What follows belongs to an exercise in optimizing a design on an open flow for small area, a short achievable clock period and few clock cycles per item; a production flow would make more cautious choices.
Where RTL was checked, it was by simulation tests only, not by an equivalence proof against the original.
No activity file was given, so power comes from the tool's default toggle rates.

==> flow/design.v (excerpt) <==
module execCluster
(
    input  logic           clk,
    input  logic           rst,
    input  logic           inValid,
    output logic           inReady,
    input  logic [128:0]   inPkt,      
    output logic           outValid,
    input  logic           outReady,
    output logic [136:0]   outPkt      
);
For scale: roughly 550 flip-flops, roughly 270 I/O pins, ~29000 um2 of cells after synthesis.
Settings: LEC_CHECK=0, ABC_CLOCK_PERIOD_IN_PS=2000, CAP_MARGIN=20, CORE_MARGIN=2, CORE_UTILIZATION=50, CTS_CLUSTER_DIAMETER=100, CTS_CLUSTER_SIZE=30, PLACE_DENSITY=0.65, SETUP_SLACK_MARGIN=3.3, SLEW_MARGIN=20; clock period 6.5 ns.
standard.sh (not shown) runs the stock make flow with config.mk's settings and CLKGATE_MAP_FILE= SYNTH_SCRIPT=/design/flow/synth_recipe.tcl, a recipe that flattens the netlist after the stock synthesis.
==> flow/flow/run.sh <==
#!/bin/bash
# The standard ORFS layout, with the smallest buffer as the port buffer
# cell (every input and output port still gets its own buffer).
set -euo pipefail
bash standard.sh "BUFFER_PORTS_ARGS=-buffer_cell sky130_fd_sc_hd__buf_1" finish > standard_flow.log 2>&1
The starting point produced a clean layout.
Testbench counts at the start, summed over its fixed seeds: cycles 8,299, items 7,200.
Edit:
--- a/flow/design.v
+++ b/flow/design.v
@@ -129,13 +129,13 @@
     output logic           outValid,
     input  logic           outReady,
     output logic [136:0]   outPkt      
 );
     logic [128:0] nx;     
     logic [31:0] iIns, iPc, iRs, iRt, iRtRev, iB, iX, iA, iSImm;
-    logic        iIrq, iIsR, iIsBr, iSub, iCi, iEq, iRsZero, iTk;
+    logic        iIrq, iIsR, iIsBr, iSub, iCi, iEq, iRsZero, iTk, iSelLog, iSelSh;
     logic [5:0]  iOp, iFn;
     logic [15:0] iImm, iF;
     assign iIns  = nx[128:97];
     assign iPc   = nx[96:65];
     assign iRs   = nx[64:33];
     assign iRt   = nx[32:1];
@@ -154,26 +154,28 @@
     assign iB    = iIsR ? ((iFn == 6'h00) ? iRtRev : iRt) : iIsBr ? {iSImm[29:0], 2'b00} : (iOp == 6'h0f) ? {iImm, 16'd0}
                  : (iOp == 6'h0c) ? {16'd0, iImm} : iSImm;
     assign iX    = iB ^ {32{iSub}};
     assign iCi   = iSub | iIsBr;
     assign iA    = iIsBr ? {iPc[31:2], 2'b11} : iRs;
     assign iF    = iIsR ? iIns[15:0] : iIns[31:16];
+    assign iSelLog = iIsR ? (iFn[5:2] == 4'b1001) : (iOp == 6'h0c);        
+    assign iSelSh  = iIsR & (iFn == 6'h00 || iFn == 6'h02 || iFn == 6'h03);  
     assign iEq     = (iRs == iRt);
     assign iRsZero = (iRs == 32'd0);
     always_comb begin
         case (iOp[2:0])
             3'b100:  iTk = iEq;                    
             3'b101:  iTk = ~iEq;                   
             3'b110:  iTk = iRs[31] | iRsZero;      
             3'b111:  iTk = ~iRs[31] & ~iRsZero;    
             default: iTk = iRs[31];                
         endcase
     end
-    localparam int HD_W = 148;
+    localparam int HD_W = 150;
     logic [HD_W-1:0] hdNext;
-    assign hdNext = {iIsR, iCi, iTk, iF, iRt, iX, iPc, iA, iIrq};
+    assign hdNext = {iSelLog, iSelSh, iIsR, iCi, iTk, iF, iRt, iX, iPc, iA, iIrq};
     logic [HD_W-1:0]   hd;
     logic [128:0]      r0, r1;
     logic              vh;
     logic [1:0]        occ;      
     logic              wp, rp;   
     logic              take, acc, hdLoad, fromRing;
@@ -203,18 +205,18 @@
             occ <= occNext;
             rdy <= ~&occNext;
             if (acc)                 wp <= ~wp;
             if (hdLoad && fromRing)  rp <= ~rp;
         end
     end
-    logic        isR, ci, tk, irq;
+    logic        isR, ci, tk, irq, hSelLog, hSelSh;
     logic [15:0] f;
     logic [31:0] rt, x, pc, rs;
     logic [5:0]  op, fn;
     logic [4:0]  sh;
-    assign {isR, ci, tk, f, rt, x, pc, rs, irq} = hd;     
+    assign {hSelLog, hSelSh, isR, ci, tk, f, rt, x, pc, rs, irq} = hd;     
     assign op = isR ? 6'h00 : f[15:10];
     assign fn = f[5:0];
     assign sh = f[10:6];
     logic isBr, isJ, isJal, isAndi, isSlti, isSltiu, isLw, isSw, legal, trap;
     logic fnAnd, fnOr, fnXor, fnNor, fnSll, fnSrl, fnSra, fnSlt, fnSltu, fnJr, fnJalr;
     assign isBr    = (op == 6'h01) | (op[5:2] == 4'b0001);
@@ -346,42 +348,41 @@
             wbAlu   = 1'b0;
             wbOther = 32'd0;
         end
     end
     logic [31:0] alu, aluOther;
     always_comb begin
-        aluOther    = ({32{selLog}} & logicY) | ({32{selSh}} & shOut);
+        aluOther    = ({32{hSelLog}} & logicY) | ({32{hSelSh}} & shOut);
         aluOther[0] = aluOther[0] | (selTk & tk);
         alu         = selSum ? sum[31:0] : aluOther;
         alu[0]      = alu[0] | (selLtS & ltS) | (selLtU & ltU);
     end
+    logic [31:0] wbVal, wbRest;
+    always_comb begin
+        wbRest   = wbAlu ? aluOther : wbOther;
+        wbVal    = (wbAlu & selSum) ? sum[31:0] : wbRest;
+        wbVal[0] = wbVal[0] | (wbAlu & ((selLtS & ltS) | (selLtU & ltU)));
+    end
     logic [31:0] nextPc, nextPcOther;
     logic        brSel;
     assign brSel = isBr & tk & ~irq;
     always_comb begin
         if (irq)                            nextPcOther = 32'h8000_0004;
         else if (!legal)                    nextPcOther = 32'h8000_0008;
         else if (isR && (fnJr | fnJalr))    nextPcOther = rs;
         else if (isJ | isJal)               nextPcOther = {pc4[31:28], f[9:0], x[15:0], 2'b00};
         else                                nextPcOther = pc4;
     end
     assign nextPc = brSel ? brPc : nextPcOther;
-    logic        oWbAlu;
-    logic [31:0] oWbOther, oAlu;
-    logic        oRegWrite, oMemRead, oMemWrite, oTrap;
-    logic [4:0]  oWbReg;
-    logic [31:0] oRt, oNextPc;
     always_ff @(posedge clk) begin
         if (rst) begin
             outValid <= 1'b0;
         end else if (~outValid | outReady) begin
             outValid <= vh;
         end
     end
     always_ff @(posedge clk) begin
         if (take) begin
-            {oRegWrite, oWbReg, oWbAlu, oWbOther, oMemRead, oMemWrite, oAlu, oRt, oNextPc, oTrap}
-                <= {regWrite, wbReg, wbAlu, wbOther, isLw, isSw, alu, rt, nextPc, trap};
+            outPkt <= {regWrite, wbReg, wbVal, isLw, isSw, alu, rt, nextPc, trap};
         end
     end
-    assign outPkt = {oRegWrite, oWbReg, oWbAlu ? oAlu : oWbOther, oMemRead, oMemWrite, oAlu, oRt, oNextPc, oTrap};
 endmodule
Result: The changed run produced a clean layout. Global-route usage came out higher by 3.0 points. Routed wire length came out higher by 9.0%. Setup slack loses 0.090 ns. Power came out higher by 5.8%. First-iteration DRC count came out higher by 9.4%. Combinational power came out higher by 18%. Clock-buffer cell count came out lower by 15. Clock skew is about the same. Synthesized area came out higher by 1.4%. Cell count came out higher by 2.5%. Critical path depth came out higher by 7. Sequential share of layout area came out lower by 1.1 points. Design area came out higher by 2.5%. Utilization came out higher by 0.40 points.
For the second run of this note, only the layout was checked, not whether the RTL still works.

port drivers added, routing unchanged:
How much do the figures lean on ideal ports? The routed layouts below were timed once more, with nothing changed but the port constraints. Step 1: set_driving_cell puts a clkbuf_16 on clk and a buf_2 on each other input, an assumption about the parent block. Step 2 moves the port delays by t, midway between the first and last clock arrival at a register: inputs arrive t later, outputs are due t later. That takes back most of the time a late clock gives input paths. Three values: ideal, step 1, step 2; two values: the first two.
run | t (ns) | slack for setup (ns) | hold slack, ns | clock arrival spread, ns | worst data-port slew with drivers (ns)
the first run | 0.669 | 3.318 / 3.260 / 3.215 | 0.426 / 0.426 / 0.426 | 0.050 / 0.051 | 0.07
the second run | 0.656 | 3.228 / 3.228 / 3.066 | 0.426 / 0.426 / 0.426 | 0.038 / 0.038 | 0.07
After both steps every run listed still meets setup and hold. The setup slack of the second run, which loses most, moves by 0.000 ns with the drivers and by -0.162 ns with both steps.
